Source: an optimization exercise on an open RTL-to-GDS flow (aim: small area). Production flows keep margins and buffers that such runs may drop.
The RTL was checked by simulation tests, not by an equivalence proof against the original design.
Power is estimated from default activity; no workload was simulated.

$ cat flow/config.mk
export PLATFORM = sky130hd
export DESIGN_NAME = calendar_time_add_minutes
export DESIGN_NICKNAME = calendar_time_add_minutes
export VERILOG_FILES = /design/flow/design.v
export SDC_FILE = /design/flow/constraint.sdc
export NUM_CORES = 4
export LEC_CHECK = 0
export CAP_MARGIN = 20
export CORE_MARGIN = 2
export CORE_UTILIZATION = 40
export SLEW_MARGIN = 20
$ cat flow/design.v
`default_nettype none
package cta_pkg;
    localparam int DAY_W    = 5;
    localparam int MONTH_W  = 4;
    localparam int YEAR_W   = 16;
    localparam int HOUR_W   = 5;
    localparam int MINUTE_W = 6;
    localparam int ADD_W    = 16;
    localparam int DAYS_W   = 7;    
    localparam int DIV_W     = 17;
    localparam int DIVISOR_W = 6;
    localparam int                 RECIP_W     = 19;
    localparam int                 RECIP_SHIFT = 23;
    localparam logic [RECIP_W-1:0] RECIP_60    = 19'd139811;
    localparam logic [RECIP_W-1:0] RECIP_24    = 19'd349526;
    localparam logic [RECIP_W-1:0] RECIP_25    = 19'd335545;
    localparam logic [DIVISOR_W-1:0] MIN_PER_HOUR = 6'd60;
    localparam logic [DIVISOR_W-1:0] HOUR_PER_DAY = 6'd24;
    localparam logic [DIVISOR_W-1:0] LEAP_DIVISOR = 6'd25;
    localparam logic [HOUR_W-1:0]   HOUR_MAX   = 5'd23;
    localparam logic [MINUTE_W-1:0] MINUTE_MAX = 6'd59;
    localparam logic [MONTH_W-1:0] MONTH_JAN = 4'd1;
    localparam logic [MONTH_W-1:0] MONTH_FEB = 4'd2;
    localparam logic [MONTH_W-1:0] MONTH_APR = 4'd4;
    localparam logic [MONTH_W-1:0] MONTH_JUN = 4'd6;
    localparam logic [MONTH_W-1:0] MONTH_SEP = 4'd9;
    localparam logic [MONTH_W-1:0] MONTH_NOV = 4'd11;
    localparam logic [MONTH_W-1:0] MONTH_DEC = 4'd12;
    localparam logic [DAY_W-1:0] LEN_SHORT_FEB = 5'd28;
    localparam logic [DAY_W-1:0] LEN_LEAP_FEB  = 5'd29;
    localparam logic [DAY_W-1:0] LEN_30        = 5'd30;
    localparam logic [DAY_W-1:0] LEN_31        = 5'd31;
    localparam logic [DAY_W-1:0] DAY_FIRST     = 5'd1;
    localparam logic [MINUTE_W-1:0] RESET_MINUTE = 6'd0;
    localparam logic [HOUR_W-1:0]   RESET_HOUR   = 5'd0;
    localparam logic [DAY_W-1:0]    RESET_DAY    = 5'd1;
    localparam logic [MONTH_W-1:0]  RESET_MONTH  = 4'd1;
    localparam logic [YEAR_W-1:0]   RESET_YEAR   = 16'd2000;
    localparam logic                RESET_LEAP   = 1'b1;
    localparam logic REQ_LOAD = 1'b0;
    localparam logic REQ_ADD  = 1'b1;
    localparam logic [2:0] ST_IDLE      = 3'd0;
    localparam logic [2:0] ST_LOAD_LEAP = 3'd1;
    localparam logic [2:0] ST_ADD_MIN   = 3'd2;
    localparam logic [2:0] ST_ADD_HOUR  = 3'd3;
    localparam logic [2:0] ST_DAY_STEP  = 3'd4;
    localparam logic [2:0] ST_YEAR_LEAP = 3'd5;
    localparam logic [2:0] ST_DONE      = 3'd6;
endpackage
`default_nettype wire
`default_nettype none
import cta_pkg::*;
module cta_divider (
    input  wire logic              clk,
    input  wire logic              rst_n,
    input  wire logic                 req_start,
    input  wire logic [DIV_W-1:0]     req_dividend,
    input  wire logic [DIVISOR_W-1:0] req_divisor,
    output wire logic                 rsp_done,
    output wire logic [DIV_W-1:0]     rsp_quot,
    output wire logic [DIVISOR_W-1:0] rsp_rem
);
    localparam int PROD_W = DIV_W + RECIP_W;
    logic                 stage_reg, stage_next;
    logic                 done_reg, done_next;
    logic [DIV_W-1:0]     dividend_reg, dividend_next;
    logic [DIVISOR_W-1:0] divisor_reg, divisor_next;
    logic [DIV_W-1:0]     quot_reg, quot_next;
    logic [DIVISOR_W-1:0] rem_reg, rem_next;
    logic [RECIP_W-1:0]   recip;
    logic [PROD_W-1:0]    product;
    logic [DIV_W-1:0]     back;
    always_comb
    begin
        case (req_divisor)
            MIN_PER_HOUR: recip = RECIP_60;
            HOUR_PER_DAY: recip = RECIP_24;
            LEAP_DIVISOR: recip = RECIP_25;
            default:      recip = '0;
        endcase
        product = PROD_W'(req_dividend) * PROD_W'(recip);
        back    = quot_reg * DIV_W'(divisor_reg);
        stage_next    = req_start;
        done_next     = stage_reg;
        dividend_next = dividend_reg;
        divisor_next  = divisor_reg;
        quot_next     = quot_reg;
        rem_next      = rem_reg;
        if (req_start)
        begin
            dividend_next = req_dividend;
            divisor_next  = req_divisor;
            quot_next     = DIV_W'(product >> RECIP_SHIFT);
        end
        if (stage_reg)
        begin
            rem_next = DIVISOR_W'(dividend_reg - back);
        end
    end
    always_ff @(posedge clk or negedge rst_n)
    begin
        if (!rst_n)
        begin
            stage_reg <= 1'b0;
            done_reg  <= 1'b0;
        end
        else
        begin
            stage_reg <= stage_next;
            done_reg  <= done_next;
        end
    end
    always_ff @(posedge clk)
    begin
        dividend_reg <= dividend_next;
        divisor_reg  <= divisor_next;
        quot_reg     <= quot_next;
        rem_reg      <= rem_next;
    end
    assign rsp_done = done_reg;
    assign rsp_quot = quot_reg;
    assign rsp_rem  = rem_reg;
endmodule
`default_nettype wire
`default_nettype none
import cta_pkg::*;
module calendar_time_add_minutes #(
    parameter int MAX_ADD_MINUTES = 65535
) (
    input  wire logic                     clk,
    input  wire logic                     rst_n,
    input  wire logic                     cmd_valid,
    output wire logic                     cmd_ready,
    input  wire logic                     cmd_req_type,
    input  wire logic [cta_pkg::ADD_W-1:0]    cmd_add_minutes,
    input  wire logic [cta_pkg::DAY_W-1:0]    cmd_load_day,
    input  wire logic [cta_pkg::MONTH_W-1:0]  cmd_load_month,
    input  wire logic [cta_pkg::YEAR_W-1:0]   cmd_load_year,
    input  wire logic [cta_pkg::HOUR_W-1:0]   cmd_load_hour,
    input  wire logic [cta_pkg::MINUTE_W-1:0] cmd_load_minute,
    output wire logic                     rsp_valid,
    input  wire logic                     rsp_ready,
    output wire logic [cta_pkg::DAY_W-1:0]    rsp_out_day,
    output wire logic [cta_pkg::MONTH_W-1:0]  rsp_out_month,
    output wire logic [cta_pkg::YEAR_W-1:0]   rsp_out_year,
    output wire logic [cta_pkg::HOUR_W-1:0]   rsp_out_hour,
    output wire logic [cta_pkg::MINUTE_W-1:0] rsp_out_minute,
    output wire logic                     rsp_leap_flag,
    output wire logic [cta_pkg::DAY_W-1:0]    rsp_month_length
);
    localparam int SAT_W = ($clog2(MAX_ADD_MINUTES + 1) > ADD_W) ?
                           $clog2(MAX_ADD_MINUTES + 1) : ADD_W;
    logic [2:0]          state_reg, state_next;
    logic [MINUTE_W-1:0] cur_minute_reg, cur_minute_next;
    logic [HOUR_W-1:0]   cur_hour_reg, cur_hour_next;
    logic [DAY_W-1:0]    cur_day_reg, cur_day_next;
    logic [MONTH_W-1:0]  cur_month_reg, cur_month_next;
    logic [YEAR_W-1:0]   cur_year_reg, cur_year_next;
    logic                leap_reg, leap_next;
    logic [DAYS_W-1:0]   days_reg, days_next;
    logic                rsp_valid_reg, rsp_valid_next;
    logic [DAY_W-1:0]    out_day_reg;
    logic [MONTH_W-1:0]  out_month_reg;
    logic [YEAR_W-1:0]   out_year_reg;
    logic [HOUR_W-1:0]   out_hour_reg;
    logic [MINUTE_W-1:0] out_minute_reg;
    logic                out_leap_reg;
    logic [DAY_W-1:0]    out_len_reg;
    logic                 div_req_start;
    logic [DIV_W-1:0]     div_req_dividend;
    logic [DIVISOR_W-1:0] div_req_divisor;
    logic                 div_rsp_done;
    logic [DIV_W-1:0]     div_rsp_quot;
    logic [DIVISOR_W-1:0] div_rsp_rem;
    logic                cmd_fire;
    logic                out_free;
    logic                out_load;
    logic                leap_calc;
    logic [DAY_W-1:0]    mlen_cur;
    logic [DAY_W-1:0]    mlen_calc;
    logic                day_carry;
    logic [ADD_W-1:0]    add_sat;
    function automatic logic [DAY_W-1:0] month_len(input logic [MONTH_W-1:0] month,
                                                   input logic leap);
        logic [DAY_W-1:0] len;
        case (month)
            MONTH_FEB:                               len = leap ? LEN_LEAP_FEB : LEN_SHORT_FEB;
            MONTH_APR, MONTH_JUN, MONTH_SEP, MONTH_NOV: len = LEN_30;
            default:                                 len = LEN_31;
        endcase
        month_len = len;
    endfunction
    cta_divider u_divider (
        .clk   (clk),
        .rst_n (rst_n),
        .req_start    (div_req_start),
        .req_dividend (div_req_dividend),
        .req_divisor  (div_req_divisor),
        .rsp_done     (div_rsp_done),
        .rsp_quot     (div_rsp_quot),
        .rsp_rem      (div_rsp_rem)
    );
    assign cmd_ready = (state_reg == ST_IDLE);
    assign cmd_fire  = cmd_valid && cmd_ready;
    assign out_free  = !rsp_valid_reg || rsp_ready;
    assign out_load  = (state_reg == ST_DONE) && out_free;
    assign leap_calc = (cur_year_reg[1:0] == 2'd0) &&
                       ((div_rsp_rem != '0) || (cur_year_reg[3:0] == 4'd0));
    assign mlen_cur  = month_len(cur_month_reg, leap_reg);
    assign mlen_calc = month_len(cur_month_reg, leap_calc);
    assign day_carry = (days_reg > DAYS_W'(mlen_cur));
    assign add_sat = (SAT_W'(cmd_add_minutes) > SAT_W'(MAX_ADD_MINUTES)) ?
                     ADD_W'(MAX_ADD_MINUTES) : cmd_add_minutes;
    always_comb
    begin
        state_next = state_reg;
        case (state_reg)
            ST_IDLE:
            begin
                if (cmd_fire)
                begin
                    state_next = (cmd_req_type == REQ_LOAD) ? ST_LOAD_LEAP : ST_ADD_MIN;
                end
            end
            ST_LOAD_LEAP:
            begin
                if (div_rsp_done)
                begin
                    state_next = ST_DONE;
                end
            end
            ST_ADD_MIN:
            begin
                if (div_rsp_done)
                begin
                    state_next = ST_ADD_HOUR;
                end
            end
            ST_ADD_HOUR:
            begin
                if (div_rsp_done)
                begin
                    state_next = ST_DAY_STEP;
                end
            end
            ST_DAY_STEP:
            begin
                if (!day_carry)
                begin
                    state_next = ST_DONE;
                end
                else if (cur_month_reg == MONTH_DEC)
                begin
                    state_next = ST_YEAR_LEAP;
                end
            end
            ST_YEAR_LEAP:
            begin
                if (div_rsp_done)
                begin
                    state_next = ST_DAY_STEP;
                end
            end
            ST_DONE:
            begin
                if (out_free)
                begin
                    state_next = ST_IDLE;
                end
            end
            default:
            begin
                state_next = ST_IDLE;
            end
        endcase
    end
    always_comb
    begin
        cur_minute_next  = cur_minute_reg;
        cur_hour_next    = cur_hour_reg;
        cur_day_next     = cur_day_reg;
        cur_month_next   = cur_month_reg;
        cur_year_next    = cur_year_reg;
        leap_next        = leap_reg;
        days_next        = days_reg;
        div_req_start    = 1'b0;
        div_req_dividend = '0;
        div_req_divisor  = '0;
        case (state_reg)
            ST_IDLE:
            begin
                if (cmd_fire)
                begin
                    if (cmd_req_type == REQ_LOAD)
                    begin
                        if (cmd_load_month < MONTH_JAN)
                        begin
                            cur_month_next = MONTH_JAN;
                        end
                        else if (cmd_load_month > MONTH_DEC)
                        begin
                            cur_month_next = MONTH_DEC;
                        end
                        else
                        begin
                            cur_month_next = cmd_load_month;
                        end
                        cur_hour_next    = (cmd_load_hour > HOUR_MAX) ? HOUR_MAX : cmd_load_hour;
                        cur_minute_next  = (cmd_load_minute > MINUTE_MAX) ?
                                           MINUTE_MAX : cmd_load_minute;
                        cur_year_next    = cmd_load_year;
                        days_next        = DAYS_W'(cmd_load_day);
                        div_req_start    = 1'b1;
                        div_req_dividend = DIV_W'(cmd_load_year);
                        div_req_divisor  = LEAP_DIVISOR;
                    end
                    else
                    begin
                        div_req_start    = 1'b1;
                        div_req_dividend = DIV_W'(cur_minute_reg) + DIV_W'(add_sat);
                        div_req_divisor  = MIN_PER_HOUR;
                    end
                end
            end
            ST_LOAD_LEAP:
            begin
                if (div_rsp_done)
                begin
                    leap_next = leap_calc;
                    if (days_reg == '0)
                    begin
                        cur_day_next = DAY_FIRST;
                    end
                    else if (days_reg > DAYS_W'(mlen_calc))
                    begin
                        cur_day_next = mlen_calc;
                    end
                    else
                    begin
                        cur_day_next = days_reg[DAY_W-1:0];
                    end
                end
            end
            ST_ADD_MIN:
            begin
                if (div_rsp_done)
                begin
                    cur_minute_next  = div_rsp_rem;
                    div_req_start    = 1'b1;
                    div_req_dividend = DIV_W'(cur_hour_reg) + div_rsp_quot;
                    div_req_divisor  = HOUR_PER_DAY;
                end
            end
            ST_ADD_HOUR:
            begin
                if (div_rsp_done)
                begin
                    cur_hour_next = div_rsp_rem[HOUR_W-1:0];
                    days_next     = DAYS_W'(cur_day_reg) + div_rsp_quot[DAYS_W-1:0];
                end
            end
            ST_DAY_STEP:
            begin
                if (day_carry)
                begin
                    days_next = days_reg - DAYS_W'(mlen_cur);
                    if (cur_month_reg == MONTH_DEC)
                    begin
                        cur_month_next   = MONTH_JAN;
                        cur_year_next    = cur_year_reg + 1'b1;
                        div_req_start    = 1'b1;
                        div_req_dividend = DIV_W'(cur_year_next);
                        div_req_divisor  = LEAP_DIVISOR;
                    end
                    else
                    begin
                        cur_month_next = cur_month_reg + 1'b1;
                    end
                end
                else
                begin
                    cur_day_next = days_reg[DAY_W-1:0];
                end
            end
            ST_YEAR_LEAP:
            begin
                if (div_rsp_done)
                begin
                    leap_next = leap_calc;
                end
            end
            ST_DONE:
            begin
            end
            default:
            begin
            end
        endcase
    end
    assign rsp_valid_next = (rsp_valid_reg && !rsp_ready) || out_load;
    always_ff @(posedge clk or negedge rst_n)
    begin
        if (!rst_n)
        begin
            state_reg      <= ST_IDLE;
            cur_minute_reg <= RESET_MINUTE;
            cur_hour_reg   <= RESET_HOUR;
            cur_day_reg    <= RESET_DAY;
            cur_month_reg  <= RESET_MONTH;
            cur_year_reg   <= RESET_YEAR;
            leap_reg       <= RESET_LEAP;
            rsp_valid_reg  <= 1'b0;
        end
        else
        begin
            state_reg      <= state_next;
            cur_minute_reg <= cur_minute_next;
            cur_hour_reg   <= cur_hour_next;
            cur_day_reg    <= cur_day_next;
            cur_month_reg  <= cur_month_next;
            cur_year_reg   <= cur_year_next;
            leap_reg       <= leap_next;
            rsp_valid_reg  <= rsp_valid_next;
        end
    end
    always_ff @(posedge clk)
    begin
        days_reg <= days_next;
        if (out_load)
        begin
            out_day_reg    <= cur_day_reg;
            out_month_reg  <= cur_month_reg;
            out_year_reg   <= cur_year_reg;
            out_hour_reg   <= cur_hour_reg;
            out_minute_reg <= cur_minute_reg;
            out_leap_reg   <= leap_reg;
            out_len_reg    <= mlen_cur;
        end
    end
    assign rsp_valid        = rsp_valid_reg;
    assign rsp_out_day      = out_day_reg;
    assign rsp_out_month    = out_month_reg;
    assign rsp_out_year     = out_year_reg;
    assign rsp_out_hour     = out_hour_reg;
    assign rsp_out_minute   = out_minute_reg;
    assign rsp_leap_flag    = out_leap_reg;
    assign rsp_month_length = out_len_reg;
endmodule
`default_nettype wire
$ cat flow/constraint.sdc
create_clock -name core_clock -period 10.0 [get_ports {clk}]
set_input_delay 2.0000 -clock core_clock [delete_from_list [all_inputs] [get_ports {clk}]]
set_output_delay 2.0000 -clock core_clock [all_outputs]
set_load 0.01 [all_outputs]
$ cat flow/run.sh
#!/bin/bash
# synth_recipe.tcl (not shown) runs the flow's synth.tcl, then flattens the netlist and writes it again
# the make line also repeats each setting of config.mk as NAME=value (left out here)
make -C /OpenROAD-flow-scripts/flow DESIGN_CONFIG=/design/flow/config.mk WORK_HOME=/design/flow/orfs CLKGATE_MAP_FILE= SYNTH_SCRIPT=/design/flow/synth_recipe.tcl finish
==> impl_metrics.yaml <==
finish:
  antennaDiodeCount: 0
  n_fill_cell: 3703
  nets: 2274
  syn_to_final_growth_pct: 17.3
  fin_cells: 2339
  drive_gt1_share_pct: 8.02
  fin_util_pct: 47.8
placed_design:
  dp.cells: 2307
  gp_congestion: 0.971
  dp_slack_ps: -66.4
  dp_hpwl_mm: 41.2
  port_buffers: 97
cts:
  htreeDepth: 4
  cts-resized-gates: 0
  cts_buffers: 17
  cts_hold_buf: 0
  cts.clk_slew.worst_paths_ps: 60
  worstSkewPairLatency_ps: 450
  post_cts_buffers: 0
  cts_tree: "yes"
  clock_path_buffers: 2
  cts.sinks: 117
  root_buffer: "clkbuf_16"
critical_path:
  cp_slowest_stage_delay_ps: 600
  slowest_stage: "fa_1"
  critPathCaptureType: "register"
  cpMostUsedCell: "fa_1"
  cp_max_fo: 4
  crit_type: "in2reg"
  critPathRequiredTime_ps: 10180
  start_kind: "input port"
  crit_arrival_ps: 9750
timing:
  setup_viol: 0
  tightest_slew_ps: 917
  finalMaxSlewViolations: 0
  min_period_ps: 9570
  fin_crit_sh_pct: 95.7
  rsz0062_at_grt: "no"
  max_freq_ghz: 0.105
  hold_viol_final: 0
  max-slew-margin-rel_pct: 38.1
  worst_slack_ps: 432
  hold_slack_ps: 494
  fin_skew_ps: 19.8
global_route:
  grt_use_total_pct: 24.4
  grt_pass1_wl_mm: 75.4
  globalRouteOverflowTotal: 0
  grt_pass1_vias: 12800
  antenna_found_initial: 1
  grt_max_degree: 44
pwr:
  vdd_drop_max_uv: 205
  leakage_nw: 9.19
  powerDensity_mw_per_mm2: 345
yosys:
  synth.yosys.seq_area_share_pct: 20.9
  avgSynthCellArea_sq_um: 9.75
  synth.distinct_cells: 73
  synth-edff-count: 74
  synthTopCellsByArea: "fa_1 (30%), edfxtp_1 (14%), ha_1 (13%), inv_1 (9.1%), dfrtp_1 (5.4%)"
  syn_inst: 1628
  synthTopCellsByCount: "inv_1 (384), fa_1 (240), ha_1 (169), nand2_1 (108), nor2_1 (102)"
  synth-async-reset-ratio_pct: 36.8
  post-synth-top-count-cell: "inv_1"
  synth_top_area_share_pct: 30.3
  synth_top_area_cell: "fa_1"
  ys.flop_type: "edfxtp_1"
  yosysWarnings: 2
  synth_area_sq_mm: 0.0159
  synth-seq-cells: 117
drt:
  vias_per_cell: 5.10
  drt-wirelength-per-cell_microns: 20.2
  drt_first_iter_violations: 686
  drc: 0
  drt_pass1_iterations: 5
  ant_nets: 0
  vias: 11900
  finalWirelength_mm: 47.3
flow_run:
  maxCapViolCount: 0
run_status:
  status: "no timing/DRC/antenna violations"
die:
  die_area_sq_mm: 0.0413
  rows: 72
  die_width_microns: 203
  initial_core_util_pct: 40.8
  pin_count: 101
  core_sq_mm: 0.0389
  fp.dieH_microns: 203
hold_path:
  hp-class: "reg2reg"
## layer usage
layer	vias up	track usage (%)	wire length, microns
met5	-	0	13
met4	2	6.31	991
met3	64	3.21	2460
met2	362	40.5	22600
met1	5930	33.9	21300
li1	5567	-	-
## worst paths after layout
kind,startpoint,to,slack [ps],cells after the start
setup / recovery,cmd_add_minutes[0],u_divider.quot_reg[12]$_DFFE_PN_,430,27
hold / removal,cur_minute_reg[1]$_DFFE_PN0P_,out_minute_reg[1]$_DFFE_PP_,490,0
setup reg to reg,cur_month_reg[0]$_DFFE_PN1P_,u_divider.quot_reg[12]$_DFFE_PN_,810,31
hold reg to reg,cur_minute_reg[1]$_DFFE_PN0P_,out_minute_reg[1]$_DFFE_PP_,490,0
max in group asynchronous,rst_n,cur_year_reg[0]$_DFFE_PN0P_,7980,1
min in group asynchronous,rst_n,cur_year_reg[12]$_DFFE_PN0P_,1590,1
## metrics by stage
stage / power (mW) / setup TNS, ps / area [sq um]
floorplan: 4.24 / 0 / 15900
global placement: 5.68 / 0 / 18000
detailed placement: 5.73 / -66.4 / 18000
CTS: 6.45 / 0 / 18600
global route: 7.16 / 0 / 18600
finish: 6.42 / 0 / 18600
## power breakdown
part           switching, mW  internal [mW]  total (mW)  leakage, nW
combinational           2.72           1.94        4.67         7.72
clock                  0.266          0.389       0.655        0.301
sequential             0.266          0.834        1.10         1.17
total                   3.26           3.17        6.42         9.19
## layout by cell type, fill, tap and decap left out, drive strengths merged, types with 39 or more instances in the layout
master	n
edfxtp	74
ha	169
buf	74
nor2	105
clkdlybuf4s50	96
a21oi	82
nand2	108
inv	395
xnor2	39
fa	240
o21ai	65
## cells by family after synthesis
family          after synthesis  share of synthesized area (%)
simple gates                336                           10.1
xor+xnor                     73                           4.03
other cells                   2                         0.0473
buf+inv                     418                           10.0
mux                          14                          0.915
flops                       117                           20.9
compound gates              258                           10.3
fa+ha+maj                   410                           43.7
## cell type report
| class | count | area (sq um) | share of cell area [%] |
|---|---|---|---|
| flip-flops and latches | 117 | 3310 | 17.8 |
| inverters | 388 | 1460 | 7.83 |
| clock buffers | 18 | 450 | 2.42 |
| clock inverters | 14 | 165 | 0.887 |
| well taps | 518 | 648 | 3.48 |
| repair buffers | 170 | 1520 | 8.15 |
| multi-input cells | 1114 | 11100 | 59.5 |
## critical path, delay by kind of cell
family	cells	cell delay (ps)
simple gates	1	80
buf+inv	6	970
xor+xnor	2	280
compound gates	9	2660
fa+ha+maj	9	3730

[what the ideal ports hide]
How much do the figures lean on ideal ports? The routed layout below was timed once more, with nothing changed but the port constraints.
Step 1 (the two cells are an assumption about what drives the block):
set clk [get_ports {clk}]
set_driving_cell -lib_cell sky130_fd_sc_hd__clkbuf_16 $clk
set_driving_cell -lib_cell sky130_fd_sc_hd__buf_2 [delete_from_list [all_inputs] $clk]
Step 2 moves the port delays by t, midway between the first and last clock arrival at a register: inputs arrive t later, outputs are due t later. That takes back most of the time a late clock gives input paths.
Three values: no drivers, after step 1, after step 2; two values: the first two.
t, ns: 0.493
slack for setup (ns): 0.432 / 0.463 / -0.030
worst hold slack (ns): 0.494 / 0.494 / 0.494
worst setup path at the end: input to register
pins driven straight from the clock port: 1
With both steps, setup timing fails in this run, where it was met with ideal ports. The setup slack of this run moves by +0.031 ns with the drivers and by -0.462 ns with both steps.
